What follows belongs to an exercise in optimizing a design on an open flow for small area, a short achievable clock period and few clock cycles per item; a production flow would make more cautious choices.
Function was checked by simulation only, so behaviour that the tests miss may differ from the original.
Power is estimated from default activity; no workload was simulated.

==> yarrow <==
==> flow/design.v <==
module hilo_mdu (
  input  logic        clk,
  input  logic        rst,
  input  logic        op_valid,
  input  logic [2:0]  op,
  input  logic [31:0] src_a,
  input  logic [31:0] src_b,
  input  logic        cancel,
  output logic        busy,
  output logic        done,
  output logic [31:0] hi_out,
  output logic [31:0] lo_out
);
  logic s_mstep, s_mshft, s_mcorr, s_dnega, s_div, s_dnegq, s_dnegr;
  logic busy_q, done_q;
  logic [4:0]  cnt_q;      
  logic [31:0] hi_q, lo_q;
  logic        hx_q;       
  logic [31:0] bh_q, bl_q;   
  logic [31:0] z_q;          
    logic        sgn_q;        
  logic        corr_q;       
  logic        bneg_q;       
  logic        qneg_q, rneg_q;
  logic        rz_q;         
  logic [34:0] add_a, add_bx, pp, gg, cc;
  logic        add_inv;
  logic [34:0] zext;
  assign zext = {{3{sgn_q & z_q[31]}}, z_q};
  logic m_shift;    
  assign m_shift = s_mshft | (s_mstep & rz_q & (cnt_q[1:0] == 2'd0));
  logic a_mul_q, a_div_q, b_two_q, b_one_q, b_z_q, b_lo_q, b_hi_q, inv_q;
  assign add_a = ({35{a_mul_q}} & {{2{hx_q}}, hx_q, hi_q})
               | ({35{a_div_q}} & {2'b00, hi_q, lo_q[31]});
  logic [34:0] zinv;
  assign zinv    = zext ^ {35{inv_q}};
  assign add_inv = inv_q;
  assign add_bx  = ({35{b_two_q}} & {zinv[33:0], inv_q})
                 | ({35{b_one_q | b_z_q}} & zinv)
                 | ({35{b_lo_q}} & {3'b111, ~lo_q})
                 | ({35{b_hi_q}} & {3'b111, ~hi_q});
  hilo_mdu_xor   u_p (.a(add_a), .b(add_bx), .y(pp));
  hilo_mdu_and   u_g (.a(add_a), .b(add_bx), .y(gg));
  hilo_mdu_carry u_c (.g(gg), .p(pp), .cin(add_inv), .c(cc));
  logic [31:0] zmag, zabove;
  logic [32:0] win;
  logic        d_skip;
  assign zmag = z_q ^ {32{bneg_q}};
  always_comb begin
    zabove[31] = 1'b0;
    for (int i = 30; i >= 0; i--) zabove[i] = zabove[i+1] | zmag[i+1];
  end
  assign win    = {hi_q[24:0], lo_q[31:24]};
  assign d_skip = ((win[31:0] & ~zabove) == 32'd0) & ~win[32] & ~(cnt_q[4] & cnt_q[3] & (cnt_q[2:0] != 3'd0));
  logic accept, go_mul, go_div, div_zero;
  assign accept   = ~busy_q & op_valid & ~cancel;
  assign go_mul   = accept & (op[2:1] == 2'b00);
  assign go_div   = accept & (op[2:1] == 2'b01);
  assign div_zero = (z_q == 32'd0) & (s_dnega | s_div);
  logic [2:0] fit_a, fit_b;    
  logic       swap, b_fewer, a_fewer;
  logic [31:0] mplier, mcand;
  assign fit_a = {src_a[31:7] == {25{src_a[31]}}, src_a[31:15] == {17{src_a[31]}}, src_a[31:23] == {9{src_a[31]}}};
  assign fit_b = {src_b[31:7] == {25{src_b[31]}}, src_b[31:15] == {17{src_b[31]}}, src_b[31:23] == {9{src_b[31]}}};
  always_comb begin
    b_fewer = (fit_b[2] & ~fit_a[2]) | (fit_b[1] & ~fit_a[1]) | (fit_b[0] & ~fit_a[0]);
    a_fewer = (fit_a[2] & ~fit_b[2]) | (fit_a[1] & ~fit_b[1]) | (fit_a[0] & ~fit_b[0]);
    swap = (b_fewer | (~a_fewer & op[0] & src_a[31] & ~src_b[31])) & ~op[2] & ~op[1];
  end
  assign mplier = swap ? src_b : src_a;
  assign mcand  = swap ? src_a : src_b;
  logic fin;
  logic n_mstep, n_mshft, n_mcorr, n_dnega, n_div, n_dnegq, n_dnegr;
  logic [4:0]  cnt_d;
  logic [32:0] hi_e, hi_d;    
  logic [31:0] lo_e, lo_d;
  logic        s_hi2, s_hi0, s_hiq, s_lo2, s_lo0, s_loq;
  logic last_m, last_g, last_s, last_d;
  assign last_m = (cnt_q[3:0] == 4'd15);
  assign last_g = (cnt_q[3:2] == 2'd3);
  assign last_s = (cnt_q == 5'd24);
  assign last_d = (cnt_q == 5'd31);
  always_comb begin
    fin = 1'b0;
    {n_mstep, n_mshft, n_mcorr, n_dnega, n_div, n_dnegq, n_dnegr} = '0;
    cnt_d = cnt_q;
    hi_e  = {hx_q, hi_q};
    lo_e  = lo_q;
    {s_hi2, s_hi0, s_hiq, s_lo2, s_lo0, s_loq} = '0;
    if (m_shift) begin
      hi_e  = {{8{hx_q}}, hx_q, hi_q[31:8]};
      lo_e  = {hi_q[7:0], lo_q[31:8]};
      cnt_d = cnt_q + 5'd4;
      fin   = last_g & ~corr_q;
      n_mshft = ~last_g;
      n_mcorr = last_g & corr_q;
    end else if (s_mstep) begin
      s_hi2 = 1'b1;
      s_lo2 = 1'b1;
      lo_e  = {2'b00, lo_q[31:2]};
      cnt_d = cnt_q + 5'd1;
      fin   = last_m & ~corr_q;
      n_mstep = ~last_m;
      n_mcorr = last_m & corr_q;
    end
    if (s_mcorr) begin
      s_hi0 = 1'b1;
      fin  = 1'b1;
    end
    if (s_dnega) begin
      s_lo0 = 1'b1;
      n_div = 1'b1;
    end
    if (s_div) begin
      if (d_skip) begin
        hi_e  = {1'b0, win[31:0]};
        lo_e  = {lo_q[23:0], 8'd0};
        cnt_d = cnt_q + 5'd8;
        fin     = last_s & ~(qneg_q | rneg_q);
        n_div   = ~last_s;
        n_dnegq = last_s & qneg_q;
        n_dnegr = last_s & ~qneg_q & rneg_q;
      end else begin
        hi_e  = {1'b0, hi_q[30:0], lo_q[31]};
        lo_e  = {lo_q[30:0], 1'b0};
        s_hiq = 1'b1;
        s_loq = 1'b1;
        cnt_d = cnt_q + 5'd1;
        fin     = last_d & ~(qneg_q | rneg_q);
        n_div   = ~last_d;
        n_dnegq = last_d & qneg_q;
        n_dnegr = last_d & ~qneg_q & rneg_q;
      end
    end
    if (s_dnegq) begin
      s_lo0   = 1'b1;
      fin     = ~rneg_q;
      n_dnegr = rneg_q;
    end
    if (s_dnegr) begin
      s_hi0 = 1'b1;
      fin  = 1'b1;
    end
    if (busy_q & (cancel | div_zero)) begin
      hi_e = {1'b0, bh_q};
      lo_e = bl_q;
      fin  = 1'b1;
      {s_hi2, s_hi0, s_hiq, s_lo2, s_lo0, s_loq} = '0;
      {n_mstep, n_mshft, n_mcorr, n_dnega, n_div, n_dnegq, n_dnegr} = '0;
    end
    if (!busy_q) begin
      cnt_d = '0;
      n_mstep = go_mul;
      n_dnega = go_div & ~op[0] & src_a[31];
      n_div   = go_div & ~(~op[0] & src_a[31]);
    end
  end
  hilo_mdu_fin u_fin (
    .p(pp), .c(cc), .hi_e(hi_e), .lo_e(lo_e),
    .src_a(src_a), .src_b(src_b), .i_hi0(go_mul | go_div), .i_hia(accept & (op == 3'b100)),
    .i_lo(go_mul | go_div | (accept & (op == 3'b101))), .i_swp(swap),
    .s_hi2(s_hi2), .s_hi0(s_hi0), .s_hiq(s_hiq), .s_lo2(s_lo2), .s_lo0(s_lo0), .s_loq(s_loq),
    .hi_d(hi_d), .lo_d(lo_d)
  );
  always_ff @(posedge clk or posedge rst) begin
    if (rst) begin
      busy_q  <= 1'b0;
      done_q  <= 1'b0;
      {s_mstep, s_mshft, s_mcorr, s_dnega, s_div, s_dnegq, s_dnegr} <= '0;
      hi_q    <= '0;
      lo_q    <= '0;
    end else begin
      {s_mstep, s_mshft, s_mcorr, s_dnega, s_div, s_dnegq, s_dnegr} <=
        {n_mstep, n_mshft, n_mcorr, n_dnega, n_div, n_dnegq, n_dnegr};
      if (busy_q) begin
        busy_q <= ~(cancel | fin);
        done_q <= ~cancel & fin;
      end else begin
        busy_q <= go_mul | go_div;
        done_q <= 1'b0;
      end
      hi_q <= hi_d[31:0];
      lo_q <= lo_d;
    end
  end
  logic nb_one, nb_two, nb_neg, n_bneg;
  always_comb begin
    if (!busy_q) begin
      nb_one = mplier[0];
      nb_two = mplier[1] & ~mplier[0];
      nb_neg = mplier[1];
      n_bneg = ~op[0] & src_b[31];
    end else begin
      nb_one = lo_q[2] ^ lo_q[1];
      nb_two = (lo_q[3] & ~lo_q[2] & ~lo_q[1]) | (~lo_q[3] & lo_q[2] & lo_q[1]);
      nb_neg = lo_q[3];
      n_bneg = bneg_q;
    end
  end
  always_ff @(posedge clk or posedge rst) begin
    if (rst) begin
      {a_mul_q, a_div_q, b_two_q, b_one_q, b_z_q, b_lo_q, b_hi_q, inv_q} <= '0;
    end else begin
      a_mul_q <= n_mstep | n_mcorr;
      a_div_q <= n_div;
      b_two_q <= n_mstep & nb_two;
      b_one_q <= n_mstep & nb_one;
      b_z_q   <= n_mcorr | n_div;
      b_lo_q  <= n_dnega | n_dnegq;
      b_hi_q  <= n_dnegr;
      inv_q   <= (n_mstep & nb_neg & (nb_one | nb_two)) | (n_div & ~n_bneg) | n_dnega | n_dnegq | n_dnegr;
    end
  end
  always_ff @(posedge clk) begin
    hx_q  <= hi_d[32];
    cnt_q <= cnt_d;
    if (!busy_q) begin
      bh_q     <= hi_q;
      bl_q     <= lo_q;
      z_q      <= mcand;
      rz_q     <= 1'b0;
      sgn_q    <= ~op[0];
      corr_q   <= op[0] & mplier[31];
      bneg_q   <= ~op[0] & src_b[31];
      qneg_q   <= ~op[0] & (src_a[31] ^ src_b[31]);
      rneg_q   <= ~op[0] & src_a[31];
    end else if (s_mstep) begin
      case (cnt_q[3:2])
        2'd0:    rz_q <= (lo_q[25:1] == {25{lo_q[1]}});
        2'd1:    rz_q <= (lo_q[17:1] == {17{lo_q[1]}});
        default: rz_q <= (lo_q[9:1]  == {9{lo_q[1]}});
      endcase
    end
  end
  assign busy   = busy_q;
  assign done   = done_q;
  assign hi_out = hi_q;
  assign lo_out = lo_q;
endmodule
module hilo_mdu_xor (
  input  logic [34:0] a,
  input  logic [34:0] b,
  output logic [34:0] y
);
  assign y = a ^ b;
endmodule
module hilo_mdu_and (
  input  logic [34:0] a,
  input  logic [34:0] b,
  output logic [34:0] y
);
  assign y = a & b;
endmodule
module hilo_mdu_carry (
  input  logic [34:0] g,
  input  logic [34:0] p,
  input  logic        cin,
  output logic [34:0] c
);
  logic [34:0] pg_g [0:6];
  logic [34:0] pg_p [0:6];
  assign pg_g[0] = {g[34:1], g[0] | (p[0] & cin)};
  assign pg_p[0] = p;
  for (genvar l = 0; l < 6; l++) begin : g_lvl
    for (genvar i = 0; i < 35; i++) begin : g_bit
      if (((i >> l) & 1) == 1) begin : g_op
        localparam int J = ((i >> l) << l) - 1;
        assign pg_g[l+1][i] = pg_g[l][i] | (pg_p[l][i] & pg_g[l][J]);
        assign pg_p[l+1][i] = pg_p[l][i] & pg_p[l][J];
      end else begin : g_pass
        assign pg_g[l+1][i] = pg_g[l][i];
        assign pg_p[l+1][i] = pg_p[l][i];
      end
    end
  end
  assign c = {pg_g[6][33:0], cin};
endmodule
module hilo_mdu_fin (
  input  logic [34:0] p,
  input  logic [34:0] c,
  input  logic [32:0] hi_e,
  input  logic [31:0] lo_e,
  input  logic        s_hi2, s_hi0, s_hiq, s_lo2, s_lo0, s_loq,
  input  logic [31:0] src_a,
  input  logic [31:0] src_b,
  input  logic        i_hi0, i_hia, i_lo, i_swp,
  output logic [32:0] hi_d,
  output logic [31:0] lo_d
);
  logic [34:0] sum;
  logic        q;
  assign sum = p ^ c;
  assign q   = ~sum[34];
  logic [32:0] hi_i;
  logic [31:0] lo_i;
  assign hi_i = i_hia ? {1'b0, src_a} : (i_hi0 ? 33'd0 : hi_e);
  assign lo_i = i_lo ? (i_swp ? src_b : src_a) : lo_e;
  assign hi_d = s_hi2 ? sum[34:2] : ((s_hi0 | (s_hiq & q)) ? sum[32:0] : hi_i);
  assign lo_d = s_lo0 ? sum[31:0]
              : {s_lo2 ? sum[1:0] : lo_i[31:30], lo_i[29:1], lo_i[0] | (s_loq & q)};
endmodule
==> flow/flow/run.sh <==
#!/bin/bash
# The standard layout (the standard.sh, standard synthesis unchanged), with two
# changes to how it is made:
#  * the ports are buffered by the smallest buffer instead of clkdlybuf4s50_1 (the
#    repair steps upsize any port buffer that needs it);
#  * setup repair aims for 6 ns of slack at the design's 10.5 ns clock.
# The constraints (constraint.sdc) and the clock are the standard flow's, unchanged.
set -euo pipefail
cd "$(dirname "$0")/.."
cat >> config.mk <<'EOC'
export BUFFER_PORTS_ARGS = -buffer_cell sky130_fd_sc_hd__buf_1
export SETUP_SLACK_MARGIN = 6
EOC
bash standard.sh > flow_standard.log 2>&1
==> flow/standard.sh <==
#!/bin/bash
# synth_recipe.tcl (not shown) runs the flow's synth.tcl, then flattens the netlist and writes it again
# the make line also repeats each setting of config.mk as NAME=value (left out here)
make -C /OpenROAD-flow-scripts/flow DESIGN_CONFIG=/design/flow/config.mk WORK_HOME=/design/flow/orfs CLKGATE_MAP_FILE= SYNTH_SCRIPT=/design/flow/synth_recipe.tcl "${@:-finish}"
==> flow/config.mk <==
export PLATFORM = sky130hd
export DESIGN_NAME = hilo_mdu
export DESIGN_NICKNAME = hilo_mdu
export VERILOG_FILES = /design/flow/design.v
export SDC_FILE = /design/flow/constraint.sdc
export NUM_CORES = 4
export LEC_CHECK = 0
export CAP_MARGIN = 20
export CORE_MARGIN = 2
export CORE_UTILIZATION = 40
export SLEW_MARGIN = 20
export SYNTH_HIERARCHICAL = 1
export BUFFER_PORTS_ARGS = -buffer_cell sky130_fd_sc_hd__buf_1
export SETUP_SLACK_MARGIN = 6
==> flow/constraint.sdc <==
create_clock -name core_clock -period 10.5 [get_ports {clk}]
set_input_delay 2.1000 -clock core_clock [delete_from_list [all_inputs] [get_ports {clk}]]
set_output_delay 2.1000 -clock core_clock [all_outputs]
set_load 0.01 [all_outputs]
==> inputs of cedar, as changes to yarrow <==
--- a/flow/design.v
+++ b/flow/design.v
@@ -25,3 +25,3 @@
   logic        rz_q;         
-  logic [34:0] add_a, add_bx, pp, gg, cc;
+  logic [34:0] add_a, add_b, add_bx, sum;
   logic        add_inv;
@@ -34,12 +34,27 @@
                | ({35{a_div_q}} & {2'b00, hi_q, lo_q[31]});
-  logic [34:0] zinv;
-  assign zinv    = zext ^ {35{inv_q}};
+  assign add_b = ({35{b_two_q}} & {zext[33:0], 1'b0})
+               | ({35{b_one_q | b_z_q}} & zext)
+               | ({35{b_lo_q}} & {3'b000, lo_q})
+               | ({35{b_hi_q}} & {3'b000, hi_q});
   assign add_inv = inv_q;
-  assign add_bx  = ({35{b_two_q}} & {zinv[33:0], inv_q})
-                 | ({35{b_one_q | b_z_q}} & zinv)
-                 | ({35{b_lo_q}} & {3'b111, ~lo_q})
-                 | ({35{b_hi_q}} & {3'b111, ~hi_q});
-  hilo_mdu_xor   u_p (.a(add_a), .b(add_bx), .y(pp));
-  hilo_mdu_and   u_g (.a(add_a), .b(add_bx), .y(gg));
-  hilo_mdu_carry u_c (.g(gg), .p(pp), .cin(add_inv), .c(cc));
+  assign add_bx = add_b ^ {35{add_inv}};
+  logic [34:0] pg_g [0:6];
+  logic [34:0] pg_p [0:6];
+  assign pg_g[0] = {add_a[34:1] & add_bx[34:1], (add_a[0] & add_bx[0]) | ((add_a[0] ^ add_bx[0]) & add_inv)};
+  assign pg_p[0] = add_a ^ add_bx;
+  for (genvar l = 0; l < 6; l++) begin : g_lvl
+    for (genvar i = 0; i < 35; i++) begin : g_bit
+      if (((i >> l) & 1) == 1) begin : g_op
+        localparam int J = ((i >> l) << l) - 1;
+        assign pg_g[l+1][i] = pg_g[l][i] | (pg_p[l][i] & pg_g[l][J]);
+        assign pg_p[l+1][i] = pg_p[l][i] & pg_p[l][J];
+      end else begin : g_pass
+        assign pg_g[l+1][i] = pg_g[l][i];
+        assign pg_p[l+1][i] = pg_p[l][i];
+      end
+    end
+  end
+  assign sum = pg_p[0] ^ {pg_g[6][33:0], add_inv};
+  logic q_bit;
+  assign q_bit = ~sum[34];
   logic [31:0] zmag, zabove;
@@ -58,5 +73,5 @@
   assign go_div   = accept & (op[2:1] == 2'b01);
-  assign div_zero = (z_q == 32'd0) & (s_dnega | s_div);
+  assign div_zero = (src_b == 32'd0);
   logic [2:0] fit_a, fit_b;    
-  logic       swap, b_fewer, a_fewer;
+  logic       swap;
   logic [31:0] mplier, mcand;
@@ -65,5 +80,5 @@
   always_comb begin
-    b_fewer = (fit_b[2] & ~fit_a[2]) | (fit_b[1] & ~fit_a[1]) | (fit_b[0] & ~fit_a[0]);
-    a_fewer = (fit_a[2] & ~fit_b[2]) | (fit_a[1] & ~fit_b[1]) | (fit_a[0] & ~fit_b[0]);
-    swap = (b_fewer | (~a_fewer & op[0] & src_a[31] & ~src_b[31])) & ~op[2] & ~op[1];
+    swap = (fit_b[2] & ~fit_a[2]) | (fit_b[1] & ~fit_a[1]) | (fit_b[0] & ~fit_a[0]);
+    if (fit_a == fit_b) swap = op[0] & src_a[31] & ~src_b[31];
+    swap = swap & ~op[2] & ~op[1];
   end
@@ -74,5 +89,4 @@
   logic [4:0]  cnt_d;
-  logic [32:0] hi_e, hi_d;    
-  logic [31:0] lo_e, lo_d;
-  logic        s_hi2, s_hi0, s_hiq, s_lo2, s_lo0, s_loq;
+  logic [32:0] hi_d;
+  logic [31:0] lo_d;
   logic last_m, last_g, last_s, last_d;
@@ -86,8 +100,7 @@
     cnt_d = cnt_q;
-    hi_e  = {hx_q, hi_q};
-    lo_e  = lo_q;
-    {s_hi2, s_hi0, s_hiq, s_lo2, s_lo0, s_loq} = '0;
+    hi_d  = {hx_q, hi_q};
+    lo_d  = lo_q;
     if (m_shift) begin
-      hi_e  = {{8{hx_q}}, hx_q, hi_q[31:8]};
-      lo_e  = {hi_q[7:0], lo_q[31:8]};
+      hi_d  = {{8{hx_q}}, hx_q, hi_q[31:8]};
+      lo_d  = {hi_q[7:0], lo_q[31:8]};
       cnt_d = cnt_q + 5'd4;
@@ -97,5 +110,4 @@
     end else if (s_mstep) begin
-      s_hi2 = 1'b1;
-      s_lo2 = 1'b1;
-      lo_e  = {2'b00, lo_q[31:2]};
+      hi_d  = sum[34:2];
+      lo_d  = {sum[1:0], lo_q[31:2]};
       cnt_d = cnt_q + 5'd1;
@@ -106,3 +118,3 @@
     if (s_mcorr) begin
-      s_hi0 = 1'b1;
+      hi_d = sum[32:0];
       fin  = 1'b1;
@@ -110,3 +122,3 @@
     if (s_dnega) begin
-      s_lo0 = 1'b1;
+      lo_d  = sum[31:0];
       n_div = 1'b1;
@@ -115,4 +127,4 @@
       if (d_skip) begin
-        hi_e  = {1'b0, win[31:0]};
-        lo_e  = {lo_q[23:0], 8'd0};
+        hi_d  = {1'b0, win[31:0]};
+        lo_d  = {lo_q[23:0], 8'd0};
         cnt_d = cnt_q + 5'd8;
@@ -123,6 +135,4 @@
       end else begin
-        hi_e  = {1'b0, hi_q[30:0], lo_q[31]};
-        lo_e  = {lo_q[30:0], 1'b0};
-        s_hiq = 1'b1;
-        s_loq = 1'b1;
+        hi_d  = {1'b0, q_bit ? sum[31:0] : {hi_q[30:0], lo_q[31]}};
+        lo_d  = {lo_q[30:0], q_bit};
         cnt_d = cnt_q + 5'd1;
@@ -135,3 +145,3 @@
     if (s_dnegq) begin
-      s_lo0   = 1'b1;
+      lo_d    = sum[31:0];
       fin     = ~rneg_q;
@@ -140,10 +150,8 @@
     if (s_dnegr) begin
-      s_hi0 = 1'b1;
+      hi_d = {1'b0, sum[31:0]};
       fin  = 1'b1;
     end
-    if (busy_q & (cancel | div_zero)) begin
-      hi_e = {1'b0, bh_q};
-      lo_e = bl_q;
-      fin  = 1'b1;
-      {s_hi2, s_hi0, s_hiq, s_lo2, s_lo0, s_loq} = '0;
+    if (busy_q & cancel) begin
+      hi_d = {1'b0, bh_q};
+      lo_d = bl_q;
       {n_mstep, n_mshft, n_mcorr, n_dnega, n_div, n_dnegq, n_dnegr} = '0;
@@ -152,14 +160,13 @@
       cnt_d = '0;
+      if (go_mul | (go_div & ~div_zero)) begin
+        hi_d = '0;
+        lo_d = mplier;
+      end
+      if (accept && op == 3'b100) hi_d = {1'b0, src_a};
+      if (accept && op == 3'b101) lo_d = src_a;
       n_mstep = go_mul;
-      n_dnega = go_div & ~op[0] & src_a[31];
-      n_div   = go_div & ~(~op[0] & src_a[31]);
-    end
-  end
-  hilo_mdu_fin u_fin (
-    .p(pp), .c(cc), .hi_e(hi_e), .lo_e(lo_e),
-    .src_a(src_a), .src_b(src_b), .i_hi0(go_mul | go_div), .i_hia(accept & (op == 3'b100)),
-    .i_lo(go_mul | go_div | (accept & (op == 3'b101))), .i_swp(swap),
-    .s_hi2(s_hi2), .s_hi0(s_hi0), .s_hiq(s_hiq), .s_lo2(s_lo2), .s_lo0(s_lo0), .s_loq(s_loq),
-    .hi_d(hi_d), .lo_d(lo_d)
-  );
+      n_dnega = go_div & ~div_zero & ~op[0] & src_a[31];
+      n_div   = go_div & ~div_zero & ~(~op[0] & src_a[31]);
+    end
+  end
   always_ff @(posedge clk or posedge rst) begin
@@ -178,4 +185,4 @@
       end else begin
-        busy_q <= go_mul | go_div;
-        done_q <= 1'b0;
+        busy_q <= go_mul | (go_div & ~div_zero);
+        done_q <= go_div & div_zero;
       end
@@ -210,3 +217,3 @@
       b_hi_q  <= n_dnegr;
-      inv_q   <= (n_mstep & nb_neg & (nb_one | nb_two)) | (n_div & ~n_bneg) | n_dnega | n_dnegq | n_dnegr;
+      inv_q   <= (n_mstep & nb_neg) | (n_div & ~n_bneg) | n_dnega | n_dnegq | n_dnegr;
     end
@@ -239,63 +246 @@
 endmodule
-module hilo_mdu_xor (
-  input  logic [34:0] a,
-  input  logic [34:0] b,
-  output logic [34:0] y
-);
-  assign y = a ^ b;
-endmodule
-module hilo_mdu_and (
-  input  logic [34:0] a,
-  input  logic [34:0] b,
-  output logic [34:0] y
-);
-  assign y = a & b;
-endmodule
-module hilo_mdu_carry (
-  input  logic [34:0] g,
-  input  logic [34:0] p,
-  input  logic        cin,
-  output logic [34:0] c
-);
-  logic [34:0] pg_g [0:6];
-  logic [34:0] pg_p [0:6];
-  assign pg_g[0] = {g[34:1], g[0] | (p[0] & cin)};
-  assign pg_p[0] = p;
-  for (genvar l = 0; l < 6; l++) begin : g_lvl
-    for (genvar i = 0; i < 35; i++) begin : g_bit
-      if (((i >> l) & 1) == 1) begin : g_op
-        localparam int J = ((i >> l) << l) - 1;
-        assign pg_g[l+1][i] = pg_g[l][i] | (pg_p[l][i] & pg_g[l][J]);
-        assign pg_p[l+1][i] = pg_p[l][i] & pg_p[l][J];
-      end else begin : g_pass
-        assign pg_g[l+1][i] = pg_g[l][i];
-        assign pg_p[l+1][i] = pg_p[l][i];
-      end
-    end
-  end
-  assign c = {pg_g[6][33:0], cin};
-endmodule
-module hilo_mdu_fin (
-  input  logic [34:0] p,
-  input  logic [34:0] c,
-  input  logic [32:0] hi_e,
-  input  logic [31:0] lo_e,
-  input  logic        s_hi2, s_hi0, s_hiq, s_lo2, s_lo0, s_loq,
-  input  logic [31:0] src_a,
-  input  logic [31:0] src_b,
-  input  logic        i_hi0, i_hia, i_lo, i_swp,
-  output logic [32:0] hi_d,
-  output logic [31:0] lo_d
-);
-  logic [34:0] sum;
-  logic        q;
-  assign sum = p ^ c;
-  assign q   = ~sum[34];
-  logic [32:0] hi_i;
-  logic [31:0] lo_i;
-  assign hi_i = i_hia ? {1'b0, src_a} : (i_hi0 ? 33'd0 : hi_e);
-  assign lo_i = i_lo ? (i_swp ? src_b : src_a) : lo_e;
-  assign hi_d = s_hi2 ? sum[34:2] : ((s_hi0 | (s_hiq & q)) ? sum[32:0] : hi_i);
-  assign lo_d = s_lo0 ? sum[31:0]
-              : {s_lo2 ? sum[1:0] : lo_i[31:30], lo_i[29:1], lo_i[0] | (s_loq & q)};
-endmodule
--- a/flow/config.mk
+++ b/flow/config.mk
@@ -11,3 +11,2 @@
 export SLEW_MARGIN = 20
-export SYNTH_HIERARCHICAL = 1
 export BUFFER_PORTS_ARGS = -buffer_cell sky130_fd_sc_hd__buf_1
==> inputs of sierra, as changes to yarrow <==
--- a/flow/design.v
+++ b/flow/design.v
@@ -62,4 +62,7 @@
   logic [31:0] mplier, mcand;
-  assign fit_a = {src_a[31:7] == {25{src_a[31]}}, src_a[31:15] == {17{src_a[31]}}, src_a[31:23] == {9{src_a[31]}}};
-  assign fit_b = {src_b[31:7] == {25{src_b[31]}}, src_b[31:15] == {17{src_b[31]}}, src_b[31:23] == {9{src_b[31]}}};
+  logic [30:7] eq_a, eq_b;
+  assign eq_a  = src_a[30:7] ~^ src_a[31:8];
+  assign eq_b  = src_b[30:7] ~^ src_b[31:8];
+  assign fit_a = {&eq_a[30:7], &eq_a[30:15], &eq_a[30:23]};
+  assign fit_b = {&eq_b[30:7], &eq_b[30:15], &eq_b[30:23]};
   always_comb begin
--- a/flow/flow/run.sh
+++ b/flow/flow/run.sh
@@ -5,3 +5,4 @@
 #    repair steps upsize any port buffer that needs it);
-#  * setup repair aims for 6 ns of slack at the design's 10.5 ns clock.
+#  * setup repair aims for 7 ns of slack at the design's 10.5 ns clock (with
+#    TNS_END_PERCENT 5 from config.mk, only the worst paths are repaired).
 # The constraints (constraint.sdc) and the clock are the standard flow's, unchanged.
@@ -11,3 +12,3 @@
 export BUFFER_PORTS_ARGS = -buffer_cell sky130_fd_sc_hd__buf_1
-export SETUP_SLACK_MARGIN = 6
+export SETUP_SLACK_MARGIN = 7
 EOC
--- a/flow/config.mk
+++ b/flow/config.mk
@@ -12,3 +12,4 @@
 export SYNTH_HIERARCHICAL = 1
+export TNS_END_PERCENT = 5
 export BUFFER_PORTS_ARGS = -buffer_cell sky130_fd_sc_hd__buf_1
-export SETUP_SLACK_MARGIN = 6
+export SETUP_SLACK_MARGIN = 7
==> metrics.md <==
| Metric | Value |
|---|---|
| Met2 usage | `0.5640` |
| Dpl ws | `4441 ps` |
| Multi-input logic area | `9839 um^2` |
| Width of the die | `198.6 um` |
| Post-Syn Nets | `1,904` |
| Total Routed Length | `78.20 mm` |
| Seq area share | `0.2859` |
| Max FO, Critical Path | `7` |
| Clock transition at the registers of the reported paths | `80 ps` |
| Inverters | `43` |
| Non-Filler Instances | `2,410` |
| Worst endpoint required time | `10,860 ps` |
| Layout clock buffers | `17` |
| Status | `timing/DRC/antenna clean` |
the above is filed under cedar

==> metrics.md <==
| Metric | Value |
|---|---|
| Die height | `200.7 um` |
| Total Routed Length | `63.28 mm` |
| Met2 usage | `0.4700` |
| Worst setup margin | `6040 ps` |
| Non-Filler Instances | `2,316` |
| Util after Layout | `0.4533` |
| Net Sw Power | `1.548 mW` |
| Dpl ws | `4516 ps` |
| Seq area share | `0.2954` |
| Status | `timing/DRC/antenna clean` |
| Worst endpoint required time | `10,840 ps` |
| Inverters | `27` |
| Post-Syn Nets | `1,816` |
| Width of the die | `200.7 um` |
| Layout clock buffers | `18` |
| Cell Pwr Density | `198.6 nW/um^2` |
| Multi-input logic area | `9722 um^2` |
the above is filed under yarrow

==> metrics.md <==
| Metric | Value |
|---|---|
| Max FO, Critical Path | `12` |
| Total Routed Length | `64.46 mm` |
| Inverters | `25` |
| Status | `timing/DRC/antenna clean` |
| Width of the die | `200.8 um` |
| Worst endpoint required time | `10,830 ps` |
| Clock transition at the registers of the reported paths | `70 ps` |
| Seq area share | `0.2908` |
| Non-Filler Instances | `2,340` |
| Post-Syn Nets | `1,819` |
| Layout clock buffers | `20` |
the above is filed under sierra

Testbench counts of yarrow, summed over its fixed seeds: cycles 24,177, items 2,400.
Testbench counts of cedar, summed over its fixed seeds: cycles 24,177, items 2,400.
Testbench counts of sierra, summed over its fixed seeds: cycles 24,177, items 2,400.

==> separate check: timing with driven ports <==
How much do the figures lean on ideal ports? The routed layouts below were timed once more, with nothing changed but the port constraints. Step 1 (the two cells are an assumption about what drives the block):
set clk [get_ports {clk}]
set_driving_cell -lib_cell sky130_fd_sc_hd__clkbuf_16 $clk
set_driving_cell -lib_cell sky130_fd_sc_hd__buf_2 [delete_from_list [all_inputs] $clk]
Step 2 also shifts input and output timing later by t, the mid clock arrival at the registers, as if the neighbouring blocks saw the same clock. Three values: ideal ports, drivers, drivers and shift; two values: the first two.
run	t, ns	slack for setup (ns)	clock arrival spread, ns	worst data-port slew with drivers (ns)	pins driven straight from the clock port
yarrow	0.527	6.040 / 6.049 / 5.547	0.015 / 0.016	0.06	1
cedar	0.518	5.932 / 5.961 / 5.444	0.017 / 0.017	0.05	1
sierra	0.518	6.228 / 6.235 / 5.742	0.015 / 0.015	0.05	1
After both steps every run listed still meets setup and hold. For yarrow, which loses most, drivers alone change the setup slack by +0.009 ns; drivers and shift together by -0.493 ns.
